Context: an optimization exercise on an open-source flow, tuned for small area, a short achievable clock period and few clock cycles. The choices shown serve that exercise and are no tape-out recipe. At most, simulation tests tie the RTL to the original design; equivalence was not proved. For run 3, only the layout was checked, not whether the RTL still works. Power is estimated from default activity; no workload was simulated.

## flow/design.v (module list and top-level ports; edited modules follow where they fit)
// module matmul_ctrl: 56 lines
// module operand_addr_gen: 114 lines
// module mac_unit: 2094 lines
// module result_writer: 29 lines
// module matmul_top: 90 lines
module matmul_top #(
  parameter int ADDR_W = 16
) (
  input  logic                          clk,
  input  logic                          reset_n,
  input  logic                          dut_valid,
  output logic                          dut_ready,
  output logic [ADDR_W-1:0]             input_read_address,
  input  matmul_pkg::sram_word_u        input_read_data,
  output logic [ADDR_W-1:0]             weight_read_address,
  input  matmul_pkg::sram_word_u        weight_read_data,
  output logic                          result_write_enable,
  output logic [ADDR_W-1:0]             result_write_address,
  output logic [matmul_pkg::DATA_W-1:0] result_write_data
);
  // ...
==> flow/flow/run.sh <==
#!/bin/bash
# Standard ORFS layout at the design's clock and constraints, with faster
# port buffers and timing repair aimed below the clock period.
set -euo pipefail
bash standard.sh \
  "BUFFER_PORTS_ARGS=-buffer_cell sky130_fd_sc_hd__buf_4" \
  SETUP_SLACK_MARGIN=7.7 \
  TNS_END_PERCENT=100 \
  finish > standard_flow.log 2>&1
==> flow/standard.sh <==
#!/bin/bash
# synth_recipe.tcl (not shown) runs the flow's synth.tcl, then flattens the netlist and writes it again
# the make line also repeats each setting of config.mk as NAME=value (left out here)
make -C /OpenROAD-flow-scripts/flow DESIGN_CONFIG=/design/flow/config.mk WORK_HOME=/design/flow/orfs CLKGATE_MAP_FILE= SYNTH_SCRIPT=/design/flow/synth_recipe.tcl "${@:-finish}"
==> flow/config.mk <==
export PLATFORM = sky130hd
export DESIGN_NAME = matmul_top
export DESIGN_NICKNAME = matmul_top
export VERILOG_FILES = /design/flow/design.v
export SDC_FILE = /design/flow/constraint.sdc
export NUM_CORES = 4
export LEC_CHECK = 0
export CAP_MARGIN = 20
export CORE_MARGIN = 2
export CORE_UTILIZATION = 40
export SLEW_MARGIN = 20
==> flow/constraint.sdc <==
create_clock -name core_clock -period 11.0 [get_ports {clk}]
set_input_delay 2.2000 -clock core_clock [delete_from_list [all_inputs] [get_ports {clk}]]
set_output_delay 2.2000 -clock core_clock [all_outputs]
set_load 0.01 [all_outputs]
==> metrics.md, run 1 <==
| Metric | Value |
|---|---|
| Status | `finished clean` |
| Mux share of post-synthesis cell area | `0.342%` |
| Tot GR Track Use | `19.3%` |
| Synth unique cells | `64` |
| Pwr top | `combinational cells` |
| Unrepaired setup endpoints after global routing | `yes` |
| Combinational gate power | `0.00374 W` |
| CP required | `8.80 ns` |
| Highest clock rate | `302 MHz` |
| Sequential-to-total area share from yosys stat | `36.1%` |
| Clk Latency, worst-skew pair | `0.63 ns` |
| Initial antenna violation count | `4` |
| Critical Path Sink Type | `primary output` |
| Largest Register | `u_mac.m1` |
| Largest register FFs | `119` |
| Register area | `10300 sq um` |
| Top FF cell, synth | `dfxtp_1` |
| Final core occ | `46.8%` |
| Clock transition at the registers of the reported paths | `0.06 ns` |
| Reg power frac | `31.6%` |
| Final-report setup violation count | `0` |
| Multi-input gate area | `16300 sq um` |
| Area contributors post-synth | `dfxtp_1 30%, fa_1 18%, xnor2_1 8.3%, a22oi_1 6.8%, xor2_1 6.3%` |
| Final net count | `3301` |
| CP Cell Sequence | `buf_6` |
| Most common cell after layout, fill and taps aside | `dfxtp_1` |
| Die Ht | `269 um` |
| Critical-path top delay cell | `dfxtp_4` |
| GP Congestion | `0.856` |
| Endpoint, Worst Hold | `u_addr_gen.tg3[2]` |
| Non-clk buf share | `6.05%` |
| Multi-input gates | `1859` |
| Critical path launch point | `u_addr_gen.a_addr[5]` |
| Syn_area_per_cell | `10.1 sq um` |
| Place WS | `7.26 ns` |
| Non-Filler Instances | `3902` |
| Placed instance count | `3746` |
| Minimum clock period | `3.31 ns` |
| Post-DP HPWL | `51400 um` |
| R2r setup slk | `7.77 ns` |
| Most frequent cells in the layout | `351 x dfxtp_1, 285 x inv_1, 268 x xnor2_1` |
| Clk pwr | `0.00181 W` |
| Vias in the first global route | `20900` |
| N_diodes | `4` |
Testbench counts, summed over its fixed seeds: cycles 33,512.
==> inputs of run 2 (changes only) <==
==> flow/run.sh (new file) <==
#!/bin/bash
# synth_recipe.tcl (not shown) runs the flow's synth.tcl, then flattens the netlist and writes it again
# the make line also repeats each setting of config.mk as NAME=value (left out here)
make -C /OpenROAD-flow-scripts/flow DESIGN_CONFIG=/design/flow/config.mk WORK_HOME=/design/flow/orfs CLKGATE_MAP_FILE= SYNTH_SCRIPT=/design/flow/synth_recipe.tcl finish
removed: flow/flow/run.sh
removed: flow/standard.sh
==> metrics.md, run 2 <==
| Metric | Value |
|---|---|
| XOR/XNOR Fraction of Synth Area | `14.7%` |
| Data arrival, critical path | `4.56 ns` |
| Mapped Area | `28200 sq um` |
| Vias in the first global route | `20900 (-0.16%)` |
| Synth Warn # | `4` |
| TritonCTS Buffers | `53` |
| First-pass GRT wire length | `114000 um` |
| Final-report setup violation count | `0 (unchanged)` |
| Post-DP HPWL | `51800 um (+0.79%)` |
| Unrepaired setup endpoints after global routing | `no` |
| CTS tree | `built` |
| Die area | `72600 sq um` |
| Largest register FFs | `119 (unchanged)` |
| Cell count after synthesis | `2803` |
| Status | `finished clean` |
| Power Total | `0.00815 W` |
| Die Ht | `269 um (unchanged)` |
| Synth Area in Adders | `20.7%` |
| Top FF cell, synth | `dfxtp_1` |
| Clock sinks | `481` |
| WL final | `70200 um` |
| Most frequent cells after synthesis | `427 x dfxtp_1, 285 x inv_1, 268 x xnor2_1, 256 x a22oi_1, 248 x fa_1` |
| Clk Latency, worst-skew pair | `0.63 ns (about the same)` |
| Max clock buf depth | `3` |
| Seq cells post-synth | `481` |
| Via count | `19900` |
| VDD IR-drop max | `0.112 mV` |
| Yosys top cell area share | `30.3%` |
| Reg power frac | `31.5% (about the same)` |
| Post-Syn Nets | `3188` |
| Highest clock rate | `240 MHz (-21%)` |
| CP Cell Sequence | `and2_1 -> nor2_1 -> inv_1 -> ha_1 -> nand3_1 -> nor4b_1 -> nand3_1 -> xor2_1 -> xor2_1 -> a31oi_1 -> o21ai_0 -> a21bo_2` |
| Sequential-to-total area share from yosys stat | `36.1% (unchanged)` |
| Critical Path Start Type | `flip-flop` |
| Largest family of logic cells by synthesized area | `adder cells` |
| CP required | `11.39 ns (+2.59 ns)` |
| NetSw | `0.00308 W` |
| IO buf count | `148` |
| Area growth syn-to-layout | `14.4%` |
| Met3 wire len | `3660 um` |
| Pin count of the biggest net entering global routing | `72` |
| EDFF count, synth | `54` |
| I/O pin cnt | `149` |
| Relative slew margins | `24.9%` |
| Synth area leader | `dfxtp_1` |
| Starting Density | `40.3%` |
| WL per Instance | `18.3 um` |
| Worst min path class | `flip-flop to flip-flop` |
| Max Used Layer | `met4` |
| N_diodes | `0 (-4)` |
| P_leak | `13.0 nW` |
| Asr flop ratio synth | `0%` |
| Hold Fails Final Rpt | `0` |
| PwrDens | `253 nW/um^2` |
| Cts repair resizes | `0` |
| Final net count | `3243 (-1.8%)` |
| Synth unique cells | `64 (unchanged)` |
| Most common cell after layout, fill and taps aside | `dfxtp_1` |
| GRT overflow | `0` |
| Minimum clock period | `4.17 ns (+0.865 ns)` |
| Mux share of post-synthesis cell area | `0.342% (unchanged)` |
| Critical path fanouts, max | `25` |
| Slew Viols, Final | `0` |
| Area contributors post-synth | `dfxtp_1 30%, fa_1 18%, xnor2_1 8.3%, a22oi_1 6.8%, xor2_1 6.3%` |
| DRC | `0` |
| TritonRoute pass-1 iters | `6` |
| GP Congestion | `0.823 (-3.8%)` |
| Synth Area in Compound Gates | `11.8%` |
| Critical Path Sink Type | `flip-flop` |
| Root Driver | `clkbuf_16` |
| Most frequent cell after synthesis | `dfxtp_1` |
| Post-CTS Hold Buffers | `0` |
| Row count | `97` |
| Chip width | `269 um` |
| Synth Area in Simple Gates | `10.2%` |
| Syn_area_per_cell | `10.1 sq um (unchanged)` |
| Initial antenna violation count | `0 (-4)` |
| Pint | `0.00507 W` |
| Skew final | `0.0288 ns` |
| Setup_tns | `0 ns` |
| Tot GR Track Use | `19.4% (+0.17 points)` |
| Largest Register | `u_mac.m1` |
| Crit-path leading delay family | `simple AND/OR/NAND/NOR gates` |
| Tcrit/Tclk final | `37.9%` |
| Antenna-violating nets left | `0` |
| Clock transition at the registers of the reported paths | `0.06 ns (about the same)` |
| Delay of the slowest critical-path stage | `0.87 ns` |
| Setup bufs post-CTS | `0` |
| Buf/Inv on CP | `1` |
| Switching part of the total | `37.8%` |
| Most frequent cells in the layout | `421 x dfxtp_1, 285 x inv_1, 268 x xnor2_1` |
| Share of post-route cells with drive strength above 1 | `4.76%` |
| Met2 routed WL | `34000 um` |
| Core ar. | `69900 sq um` |
| Met1 wire length | `29900 um` |
| Worst-margin pin slew | `1.12 ns` |
| Combinational power share | `45.8%` |
| Vias per inst | `5.18` |
| Clock power share | `22.8%` |
| DRT iter0 DRCs | `1435` |
| # Max-Cap Violations | `0` |
| H-Tree Depth | `2` |
| Crit path kind | `flip-flop to flip-flop` |
| Critical-path top delay cell | `nor4b_1` |
## run 2: cell counts after synthesis
No cell type changed its count.
## run 2: worst paths after layout
path / startpoint / end / slack, ns / depth (start not counted)
max: u_ctrl.st_spec / u_addr_gen.k_last / 6.83 / 12
max reg2reg: u_ctrl.st_spec / u_addr_gen.k_last / 6.83 / 12
min: u_addr_gen.tg2[2] / u_addr_gen.tg3[2] / 0.32 / 0
min reg2reg: u_addr_gen.tg2[2] / u_addr_gen.tg3[2] / 0.32 / 0
## run 2: metrics by stage
| stage | util (%) | setup WS [ns] | cell area [sq um] | instances | hold slack, ns |
|---|---|---|---|---|---|
| after CTS | 46.1 | 6.87 | 32200 | 3840 | 0.317 |
| after global routing | 46.1 | 6.50 | 32300 | 3840 | 0.336 |
| after global placement | 43.5 | 6.83 | 30400 | 3743 | 0.314 |
| final | 46.1 | 6.83 | 32300 | 3840 | 0.325 |
| after floorplan | - | 7.34 | 28200 | 2803 | 0.310 |
| after detailed placement | 43.5 | 6.86 | 30400 | 3743 | 0.314 |
## run 2: cell type report
class | count | area [sq um]
Inverter | 286 | 1070
Clock inverter | 21 | 328
Clock buffer | 76 | 1520
Sequential cell | 481 | 10200
Fill cell | 6529 | 37700
Timing Repair Buffer | 177 | 1700
Multi-Input combinational cell | 1859 | 16300
Tap cell | 940 | 1180
## run 2: worst register-to-register path, stage by stage (launching register included)
cell     delay, ns
dfxtp_1       0.43
and2_1        0.83
nor2_1        0.18
inv_1         0.11
ha_1          0.23
nand3_1       0.14
nor4b_1       0.87
nand3_1       0.19
xor2_1        0.33
xor2_1        0.11
a31oi_1       0.19
o21ai_0       0.10
a21bo_2       0.23
## run 2: cell families (layout without fill, tap and decap cells)
logic type / Yosys count / after routing
xor+xnor: 472 / 472
fa+ha+maj: 318 / 318
compound gates: 490 / 490
simple gates: 570 / 570
buf+inv: 463 / 560
flops: 481 / 481
mux: 9 / 9
## run 2: power groups by stage
| stage | Sequential (W) | Combinational (W) | Clock (W) |
|---|---|---|---|
| final | 0.00256 | 0.00373 | 0.00185 |
| after global routing | 0.00261 | 0.00443 | 0.00199 |
| after CTS | 0.00257 | 0.00385 | 0.00191 |
| after detailed placement | 0.00260 | 0.00381 | 0 |
| after global placement | 0.00260 | 0.00365 | 0 |
| after floorplan | 0.00251 | 0.00275 | 0 |
## run 2: per-layer routing
layer / up-vias / global-route usage (%)
met1: 9835 / 24.7
met3: 125 / 2.97
met5: - / 0
li1: 9336 / -
met4: 0 / 7.59
met2: 590 / 33.2
==> module matmul_ctrl, before the edit <==
module matmul_ctrl (
  input  logic                   clk,
  input  logic                   reset_n,
  input  logic                   dut_valid,
  input  matmul_pkg::sram_word_u input_header,
  input  matmul_pkg::sram_word_u weight_header,
  input  logic                   issue_final,
  input  logic                   write_final,
  output logic                   dut_ready,
  output logic                   st_hdr,
  output logic                   st_spec,
  output logic                   st_run,
  output matmul_pkg::dims_t      dims_a,
  output logic [15:0]            n_cols,
  output logic                   k_one,
  output logic                   k_le2,
  output logic                   n_one,
  output logic                   m_one,
  output logic                   hdr_k_le2,
  output logic                   hdr_n_one,
  output logic                   hdr_m_one
);
  logic st_rst, st_idle, st_drain;
  always_ff @(posedge clk) begin
    if (!reset_n) begin
      st_rst   <= 1'b1;
      st_idle  <= 1'b0;
      st_hdr   <= 1'b0;
      st_spec  <= 1'b0;
      st_run   <= 1'b0;
      st_drain <= 1'b0;
    end else begin
      st_rst   <= 1'b0;
      st_idle  <= st_rst || (st_idle && !dut_valid) || (st_drain && write_final);
      st_hdr   <= st_idle && dut_valid;
      st_spec  <= st_hdr;
      st_run   <= (st_spec || st_run) && !issue_final;
      st_drain <= ((st_spec || st_run) && issue_final) || (st_drain && !write_final);
    end
  end
  always_ff @(posedge clk) begin
    if (st_hdr) begin
      dims_a <= input_header.dims;
      n_cols <= weight_header.dims.cols;
      k_one  <= (input_header.dims.cols == 16'd1);
      k_le2  <= hdr_k_le2;
      n_one  <= hdr_n_one;
      m_one  <= hdr_m_one;
    end
  end
  assign hdr_k_le2 = (input_header.dims.cols[15:2] == 14'd0) &&
                     (input_header.dims.cols[1] ^ input_header.dims.cols[0]);
  assign hdr_n_one = (weight_header.dims.cols == 16'd1);
  assign hdr_m_one = (input_header.dims.rows == 16'd1);
  assign dut_ready = st_idle;
endmodule
==> module operand_addr_gen, before the edit <==
module operand_addr_gen #(
  parameter int ADDR_W = 16
) (
  input  logic                    clk,
  input  logic                    reset_n,
  input  logic                    dut_valid,
  input  logic                    st_idle,
  input  logic                    st_hdr,
  input  logic                    st_spec,
  input  logic                    st_run,
  input  matmul_pkg::dims_t       dims_a,
  input  logic [15:0]             n_cols,
  input  logic                    k_one,
  input  logic                    k_le2,
  input  logic                    n_one,
  input  logic                    m_one,
  input  logic                    hdr_k_le2,
  input  logic                    hdr_n_one,
  input  logic                    hdr_m_one,
  output logic [ADDR_W-1:0]       input_read_address,
  output logic [ADDR_W-1:0]       weight_read_address,
  output logic                    issue_final,
  output logic                    first_m2,
  output logic                    last_wr,
  output logic                    final_wr
);
  logic [15:0]       k1, j1, i1;
  logic [ADDR_W-1:0] a_addr, b_addr, a_row;
  logic              k_first, k_last, j_last, i_last;
  logic              spec_void;
  logic [15:0]       k1_e;
  logic [ADDR_W-1:0] a_e, b_e;
  logic              issuing;
  assign spec_void   = st_spec && k_one;
  assign k1_e        = spec_void ? 16'd1 : k1;
  assign a_e         = spec_void ? ADDR_W'(1) : a_addr;
  assign b_e         = spec_void ? ADDR_W'(1) : b_addr;
  assign issue_final = k_last && j_last && i_last;
  assign issuing     = st_spec || st_run;
  always_ff @(posedge clk) begin
    if (st_idle) begin
      a_addr <= ADDR_W'(dut_valid);
      b_addr <= ADDR_W'(dut_valid);
    end else if (st_hdr) begin
      a_addr <= ADDR_W'(2);
      b_addr <= ADDR_W'(2);
    end else if (issuing && !issue_final) begin
      a_addr <= (k_last && !j_last) ? a_row : a_e + 1'b1;
      b_addr <= (k_last && j_last) ? ADDR_W'(1) : b_e + 1'b1;
    end else begin
      a_addr <= '0;
      b_addr <= '0;
    end
  end
  always_ff @(posedge clk) begin
    if (st_hdr) begin
      k1      <= 16'd2;
      j1      <= 16'd1;
      i1      <= 16'd1;
      a_row   <= ADDR_W'(1);
      k_first <= 1'b0;
      k_last  <= hdr_k_le2;
      j_last  <= hdr_n_one;
      i_last  <= hdr_m_one;
    end else if (issuing) begin
      k_first <= k_last;
      if (!k_last) begin
        k1     <= k1_e + 1'b1;
        k_last <= (k1_e + 1'b1 == dims_a.cols);
      end else begin
        k1     <= 16'd1;
        k_last <= k_one;
        if (!j_last) begin
          j1     <= j1 + 1'b1;
          j_last <= (j1 + 1'b1 == n_cols);
        end else begin
          j1     <= 16'd1;
          j_last <= n_one;
          i1     <= i1 + 1'b1;
          i_last <= (i1 + 1'b1 == dims_a.rows);
          a_row  <= a_e + 1'b1;
        end
      end
    end
  end
  matmul_pkg::op_tag_t tg1, tg2, tg3, tg4;
  always_ff @(posedge clk) begin
    if (!reset_n) begin
      tg1.last <= 1'b0;
      tg2.last <= 1'b0;
      tg3.last <= 1'b0;
      tg4.last <= 1'b0;
    end else begin
      tg1.last <= issuing && !spec_void && k_last;
      tg2.last <= st_spec ? k_one : tg1.last;
      tg3.last <= tg2.last;
      tg4.last <= tg3.last;
    end
  end
  always_ff @(posedge clk) begin
    tg1.first    <= k_first;
    tg1.is_final <= j_last && i_last;
    tg2.first    <= st_spec ? 1'b1 : tg1.first;
    tg2.is_final <= st_spec ? (n_one && m_one) : tg1.is_final;
    tg3.first    <= tg2.first;
    tg3.is_final <= tg2.is_final;
    tg4.is_final <= tg3.is_final;
  end
  assign input_read_address  = a_addr;
  assign weight_read_address = b_addr;
  assign first_m2            = tg3.first;
  assign last_wr             = tg4.last;
  assign final_wr            = tg4.is_final;
endmodule
==> module matmul_top, before the edit <==
module matmul_top #(
  parameter int ADDR_W = 16
) (
  input  logic                          clk,
  input  logic                          reset_n,
  input  logic                          dut_valid,
  output logic                          dut_ready,
  output logic [ADDR_W-1:0]             input_read_address,
  input  matmul_pkg::sram_word_u        input_read_data,
  output logic [ADDR_W-1:0]             weight_read_address,
  input  matmul_pkg::sram_word_u        weight_read_data,
  output logic                          result_write_enable,
  output logic [ADDR_W-1:0]             result_write_address,
  output logic [matmul_pkg::DATA_W-1:0] result_write_data
);
  matmul_pkg::dims_t dims_a;
  logic [15:0]       n_cols;
  logic              k_one, k_le2, n_one, m_one;
  logic              hdr_k_le2, hdr_n_one, hdr_m_one;
  logic              st_hdr, st_spec, st_run;
  logic              issue_final, write_final;
  logic              first_m2, last_wr, final_wr;
  matmul_ctrl u_ctrl (
    .clk           (clk),
    .reset_n       (reset_n),
    .dut_valid     (dut_valid),
    .input_header  (input_read_data),
    .weight_header (weight_read_data),
    .issue_final   (issue_final),
    .write_final   (write_final),
    .dut_ready     (dut_ready),
    .st_hdr        (st_hdr),
    .st_spec       (st_spec),
    .st_run        (st_run),
    .dims_a        (dims_a),
    .n_cols        (n_cols),
    .k_one         (k_one),
    .k_le2         (k_le2),
    .n_one         (n_one),
    .m_one         (m_one),
    .hdr_k_le2     (hdr_k_le2),
    .hdr_n_one     (hdr_n_one),
    .hdr_m_one     (hdr_m_one)
  );
  operand_addr_gen #(
    .ADDR_W (ADDR_W)
  ) u_addr_gen (
    .clk                 (clk),
    .reset_n             (reset_n),
    .dut_valid           (dut_valid),
    .st_idle             (dut_ready),
    .st_hdr              (st_hdr),
    .st_spec             (st_spec),
    .st_run              (st_run),
    .dims_a              (dims_a),
    .n_cols              (n_cols),
    .k_one               (k_one),
    .k_le2               (k_le2),
    .n_one               (n_one),
    .m_one               (m_one),
    .hdr_k_le2           (hdr_k_le2),
    .hdr_n_one           (hdr_n_one),
    .hdr_m_one           (hdr_m_one),
    .input_read_address  (input_read_address),
    .weight_read_address (weight_read_address),
    .issue_final         (issue_final),
    .first_m2            (first_m2),
    .last_wr             (last_wr),
    .final_wr            (final_wr)
  );
  mac_unit u_mac (
    .clk      (clk),
    .a_in     (input_read_data.data),
    .b_in     (weight_read_data.data),
    .first_m2 (first_m2),
    .sum_out  (result_write_data)
  );
  result_writer #(
    .ADDR_W (ADDR_W)
  ) u_writer (
    .clk                  (clk),
    .reset_n              (reset_n),
    .st_hdr               (st_hdr),
    .last_wr              (last_wr),
    .final_wr             (final_wr),
    .result_write_enable  (result_write_enable),
    .result_write_address (result_write_address),
    .write_final          (write_final)
  );
endmodule
==> inputs of run 3 (changes only) <==
--- a/flow/design.v
+++ b/flow/design.v
@@ -29,8 +29,7 @@
   output logic                   st_spec,
   output logic                   st_run,
-  output matmul_pkg::dims_t      dims_a,
-  output logic [15:0]            n_cols,
+  output logic [15:0]            k_dim,
+  output logic [15:0]            n_dim,
   output logic                   k_one,
-  output logic                   k_le2,
   output logic                   n_one,
   output logic                   m_one,
@@ -59,8 +58,7 @@
   always_ff @(posedge clk) begin
     if (st_hdr) begin
-      dims_a <= input_header.dims;
-      n_cols <= weight_header.dims.cols;
+      k_dim  <= input_header.dims.cols;
+      n_dim  <= weight_header.dims.cols;
       k_one  <= (input_header.dims.cols == 16'd1);
-      k_le2  <= hdr_k_le2;
       n_one  <= hdr_n_one;
       m_one  <= hdr_m_one;
@@ -84,8 +82,9 @@
   input  logic                    st_spec,
   input  logic                    st_run,
-  input  matmul_pkg::dims_t       dims_a,
-  input  logic [15:0]             n_cols,
+  input  matmul_pkg::sram_word_u  input_header,
+  input  matmul_pkg::sram_word_u  weight_header,
+  input  logic [15:0]             k_dim,
+  input  logic [15:0]             n_dim,
   input  logic                    k_one,
-  input  logic                    k_le2,
   input  logic                    n_one,
   input  logic                    m_one,
@@ -100,13 +99,13 @@
   output logic                    final_wr
 );
-  logic [15:0]       k1, j1, i1;
+  logic [15:0]       k_rem, j_rem, i_rem;
   logic [ADDR_W-1:0] a_addr, b_addr, a_row;
   logic              k_first, k_last, j_last, i_last;
   logic              spec_void;
-  logic [15:0]       k1_e;
+  logic [15:0]       k_rem_e;
   logic [ADDR_W-1:0] a_e, b_e;
   logic              issuing;
   assign spec_void   = st_spec && k_one;
-  assign k1_e        = spec_void ? 16'd1 : k1;
+  assign k_rem_e     = spec_void ? 16'd1 : k_rem;
   assign a_e         = spec_void ? ADDR_W'(1) : a_addr;
   assign b_e         = spec_void ? ADDR_W'(1) : b_addr;
@@ -130,7 +129,7 @@
   always_ff @(posedge clk) begin
     if (st_hdr) begin
-      k1      <= 16'd2;
-      j1      <= 16'd1;
-      i1      <= 16'd1;
+      k_rem   <= input_header.dims.cols - 1'b1;
+      j_rem   <= weight_header.dims.cols;
+      i_rem   <= input_header.dims.rows;
       a_row   <= ADDR_W'(1);
       k_first <= 1'b0;
@@ -141,17 +140,17 @@
       k_first <= k_last;
       if (!k_last) begin
-        k1     <= k1_e + 1'b1;
-        k_last <= (k1_e + 1'b1 == dims_a.cols);
+        k_rem  <= k_rem_e - 1'b1;
+        k_last <= (k_rem_e == 16'd2);
       end else begin
-        k1     <= 16'd1;
+        k_rem  <= k_dim;
         k_last <= k_one;
         if (!j_last) begin
-          j1     <= j1 + 1'b1;
-          j_last <= (j1 + 1'b1 == n_cols);
+          j_rem  <= j_rem - 1'b1;
+          j_last <= (j_rem == 16'd2);
         end else begin
-          j1     <= 16'd1;
+          j_rem  <= n_dim;
           j_last <= n_one;
-          i1     <= i1 + 1'b1;
-          i_last <= (i1 + 1'b1 == dims_a.rows);
+          i_rem  <= i_rem - 1'b1;
+          i_last <= (i_rem == 16'd2);
           a_row  <= a_e + 1'b1;
         end
@@ -2329,7 +2328,6 @@
   output logic [matmul_pkg::DATA_W-1:0] result_write_data
 );
-  matmul_pkg::dims_t dims_a;
-  logic [15:0]       n_cols;
-  logic              k_one, k_le2, n_one, m_one;
+  logic [15:0]       k_dim, n_dim;
+  logic              k_one, n_one, m_one;
   logic              hdr_k_le2, hdr_n_one, hdr_m_one;
   logic              st_hdr, st_spec, st_run;
@@ -2348,8 +2346,7 @@
     .st_spec       (st_spec),
     .st_run        (st_run),
-    .dims_a        (dims_a),
-    .n_cols        (n_cols),
+    .k_dim         (k_dim),
+    .n_dim         (n_dim),
     .k_one         (k_one),
-    .k_le2         (k_le2),
     .n_one         (n_one),
     .m_one         (m_one),
@@ -2368,8 +2365,9 @@
     .st_spec             (st_spec),
     .st_run              (st_run),
-    .dims_a              (dims_a),
-    .n_cols              (n_cols),
+    .input_header        (input_read_data),
+    .weight_header       (weight_read_data),
+    .k_dim               (k_dim),
+    .n_dim               (n_dim),
     .k_one               (k_one),
-    .k_le2               (k_le2),
     .n_one               (n_one),
     .m_one               (m_one),
==> flow/flow/run.sh (new file) <==
#!/bin/bash
# Standard ORFS layout at the design's clock and constraints, with faster
# port buffers and timing repair aimed below the clock period.
set -euo pipefail
bash standard.sh \
  "BUFFER_PORTS_ARGS=-buffer_cell sky130_fd_sc_hd__buf_4" \
  SETUP_SLACK_MARGIN=7.7 \
  TNS_END_PERCENT=100 \
  finish > standard_flow.log 2>&1
==> flow/standard.sh (new file) <==
#!/bin/bash
# synth_recipe.tcl (not shown) runs the flow's synth.tcl, then flattens the netlist and writes it again
# the make line also repeats each setting of config.mk as NAME=value (left out here)
make -C /OpenROAD-flow-scripts/flow DESIGN_CONFIG=/design/flow/config.mk WORK_HOME=/design/flow/orfs CLKGATE_MAP_FILE= SYNTH_SCRIPT=/design/flow/synth_recipe.tcl "${@:-finish}"
removed: flow/run.sh
==> metrics.md, run 3 <==
| Metric | Value |
|---|---|
| Cell count after synthesis | `2796 (-0.25%)` |
| WL per Instance | `18.0 um (-1.2%)` |
| Seq cells post-synth | `465 (-3.3%)` |
| Post-DP HPWL | `50400 um (-2.7%)` |
| Most frequent cells in the layout | `298 x inv_1, 298 x dfxtp_1, 262 x xnor2_1` |
| CP required | `8.80 ns (-2.59 ns)` |
| Clk Latency, worst-skew pair | `0.63 ns (about the same)` |
| Critical-path top delay cell | `dfxtp_4` |
| Largest register FFs | `119 (unchanged)` |
| TritonRoute pass-1 iters | `6 (unchanged)` |
| GP Congestion | `0.859 (+4.3%)` |
| Vias per inst | `5.13 (-0.91%)` |
| Buf/Inv on CP | `1 (unchanged)` |
| EDFF count, synth | `86 (+59%)` |
| Minimum clock period | `3.31 ns (-0.865 ns)` |
| Critical path launch point | `u_addr_gen.b_addr[5]` |
| CP Cell Sequence | `buf_6` |
| Final core occ | `46.8% (+0.63 points)` |
| H-Tree Depth | `2 (unchanged)` |
| Pint | `0.00509 W (+0.34%)` |
| Status | `finished clean` |
| CTS tree | `built` |
| Synth Warn # | `4 (unchanged)` |
| Tcrit/Tclk final | `30.1% (-7.9 points)` |
| Mapped Area | `28100 sq um (-0.12%)` |
| Critical Path Sink Type | `primary output` |
| Tot GR Track Use | `19.3% (-0.082 points)` |
| Initial antenna violation count | `0 (unchanged)` |
| Unrepaired setup endpoints after global routing | `yes` |
| Delay of the slowest critical-path stage | `0.36 ns (-0.51 ns)` |
| Multi-input gate area | `16200 sq um (-0.57%)` |
| Max clock buf depth | `3 (unchanged)` |
| Worst reg2reg startpoint | `u_mac.a_q[23]` |
| Final hold slack | `0.329 ns (+0.00416 ns)` |
| Crit path kind | `flip-flop to primary output` |
| Row count | `97 (unchanged)` |
| Critical path fanouts, max | `5 (-80%)` |
| IO buf count | `148 (unchanged)` |
| Worst min path class | `flip-flop to flip-flop` |
| VDD IR-drop max | `0.132 mV (+17%)` |
| Slew Viols, Final | `0 (unchanged)` |
| N_diodes | `0 (unchanged)` |
| Data arrival, critical path | `1.11 ns (-3.45 ns)` |
| I/O pin cnt | `149 (unchanged)` |
| Vias in the first global route | `20700 (-0.85%)` |
| NetSw | `0.00330 W (+7.1%)` |
| Top FF cell, synth | `dfxtp_1` |
| Antenna-violating nets left | `0 (unchanged)` |
| DRC | `0 (unchanged)` |
| Register area | `10300 sq um (+1.2%)` |
| Yosys top cell area share | `27.0% (-3.4 points)` |
| TritonCTS Buffers | `53 (unchanged)` |
| Synth unique cells | `64 (unchanged)` |
| Core ar. | `69900 sq um (unchanged)` |
| Clock power share | `22.0% (-0.8 points)` |
| DRT iter0 DRCs | `1391 (-3.1%)` |
| Post-Syn Nets | `3185 (-0.094%)` |
| Critical Path Start Type | `flip-flop` |
| Final-report setup violation count | `0 (unchanged)` |
| Most frequent cell after synthesis | `dfxtp_1` |
| Placed instance area | `30000 sq um (-1.3%)` |
| Clock sinks | `465 (-3.3%)` |
| Relative slew margins | `34.1% (+9.2 points)` |
| P_leak | `13.4 nW (+3.4%)` |
| Highest clock rate | `302 MHz (+26%)` |
| Largest Register | `u_mac.m1` |
| Hold Crit Start | `u_addr_gen.tg2[0]` |
| Non-Filler Instances | `3891 (+1.3%)` |
| PwrDens | `257 nW/um^2 (+1.5%)` |
| Combinational power share | `47.9% (+2.1 points)` |
| Pin count of the biggest net entering global routing | `97 (+35%)` |
| Crit-path leading delay family | `flip-flops` |
| Share of post-route cells with drive strength above 1 | `15.4% (+11 points)` |
| Synth area leader | `dfxtp_1` |
| # Max-Cap Violations | `0 (unchanged)` |
| Worst-margin pin slew | `0.987 ns (-0.137 ns)` |
| Die Ht | `269 um (about the same)` |
| Fillers | `6519 (-0.15%)` |
| First-pass GRT wire length | `113000 um (-0.77%)` |
| Sequential-to-total area share from yosys stat | `36.1% (+0.045 points)` |
| Placed instance count | `3734 (-0.24%)` |
| Chip width | `269 um (about the same)` |
| Root Driver | `clkbuf_16` |
| Reg power frac | `30.2% (-1.3 points)` |
| Switching part of the total | `39.3% (+1.5 points)` |
| Area growth syn-to-layout | `16.1%` |
| Area contributors post-synth | `dfxtp_1 27%, fa_1 18%, edfxtp_1 9.2%, xnor2_1 8.2%, a22oi_1 6.8%` |
| Via count | `20000 (+0.41%)` |
| Finished Cell Area | `32700 sq um (+1.4%)` |
| Final net count | `3295 (+1.6%)` |
| Asr flop ratio synth | `0% (unchanged)` |
| Setup_tns | `0 ns (unchanged)` |
| WL final | `70200 um (about the same)` |
| Hold Fails Final Rpt | `0 (unchanged)` |
| Die area | `72500 sq um (-0.12%)` |
| Skew final | `0.0453 ns (+0.0165 ns)` |
| Syn_area_per_cell | `10.1 sq um (+0.13%)` |
| Most frequent cells after synthesis | `379 x dfxtp_1, 298 x inv_1, 262 x xnor2_1, 256 x a22oi_1, 248 x fa_1` |
| Starting Density | `40.3% (-0.050 points)` |
| Clock transition at the registers of the reported paths | `0.06 ns (about the same)` |
| GRT overflow | `0 (unchanged)` |
==> run 3: final timing paths <==
path / depth (start not counted) / to / slack (ns)
max: 1 / weight_read_address[5] / 7.69
min: 0 / u_addr_gen.tg3[0] / 0.33
max reg2reg: 8 / u_mac.m1[98] / 7.78
min reg2reg: 0 / u_addr_gen.tg3[0] / 0.33
==> run 3: metal layers <==
| metal | vias up | GRT usage, % | part of all wire, % |
|---|---|---|---|
| li1 | 9419 | - | - |
| met4 | 0 | 7.16 | 3.5 |
| met1 | 9848 | 24.4 | 42 |
| met3 | 143 | 2.85 | 4.8 |
| met2 | 557 | 33.6 | 50 |
| met5 | - | 0 | 0 |
==> run 3: final cells by class <==
cell class | instances | share of cell area [%]
Clock buffer | 74 | 4.73
Clock inverter | 26 | 0.957
Inverter | 299 | 3.43
Multi-Input combinational cell | 1849 | 49.5
Sequential cell | 465 | 31.5
Tap cell | 940 | 3.60
Timing Repair Buffer | 238 | 6.28
==> run 3: cells by family after synthesis <==
logic type | after synthesis | share of synthesized area [%]
simple gates | 572 | 10.0
fa+ha+maj | 322 | 20.9
buf+inv | 482 | 6.52
mux | 13 | 0.489
compound gates | 506 | 12.3
flops | 465 | 36.1
xor+xnor | 436 | 13.6
==> run 3: what timing repair did <==
| item | in CTS | in global routing |
|---|---|---|
| gates resized for setup | 128 | 34 |
| hold buffers | 0 | 0 |
| setup endpoints to repair | 67 | 68 |
| pin swaps | 0 | 2 |
| setup buffers | 45 | 12 |
| gates cloned | 0 | 0 |
==> run 3: power groups by stage <==
stage	Sequential, W	Clock (W)	Combinational [W]
after floorplan	0.00248	0	0.00296
after global placement	0.00256	0	0.00391
after detailed placement	0.00257	0	0.00408
after CTS	0.00253	0.00189	0.00412
after global routing	0.00258	0.00196	0.00472
final	0.00253	0.00184	0.00401
==> run 3: per-stage QoR <==
| step | power [W] | setup WS, ns |
|---|---|---|
| floorplan | 0.00544 | 7.39 |
| global placement | 0.00647 | 7.03 |
| detailed placement | 0.00664 | 7.05 |
| CTS | 0.00853 | 7.64 |
| global route | 0.00926 | 7.65 |
| finish | 0.00839 | 7.69 |

## port drivers added, routing unchanged
Ports are ideal in the flow. The routed layouts listed here were re-timed in OpenROAD. Step 1 sets driving cells, clkbuf_16 on the clock port and buf_2 on the other inputs (assumed; they add their load-dependent delay and slew). Step 2, shift: input delay + t, output delay - t, t = (earliest + latest rising clock arrival at the registers) / 2. This alone moves slack from input paths to output paths. a / b / c = no drivers / after step 1 / after step 2; a / b = the first two.
run | t (ns) | setup WS [ns] | worst register clock-pin slew, ns
run 1 | 0.672 | 7.693 / 7.633 / 7.506 | 0.06 / 0.06
run 2 | 0.677 | 6.828 / 6.828 / 6.828 | 0.06 / 0.06
run 3 | 0.664 | 7.693 / 7.633 / 7.087 | 0.07 / 0.07
After both steps every run listed still meets setup and hold. For run 3, which loses most, drivers alone change the setup slack by -0.060 ns; drivers and shift together by -0.606 ns.
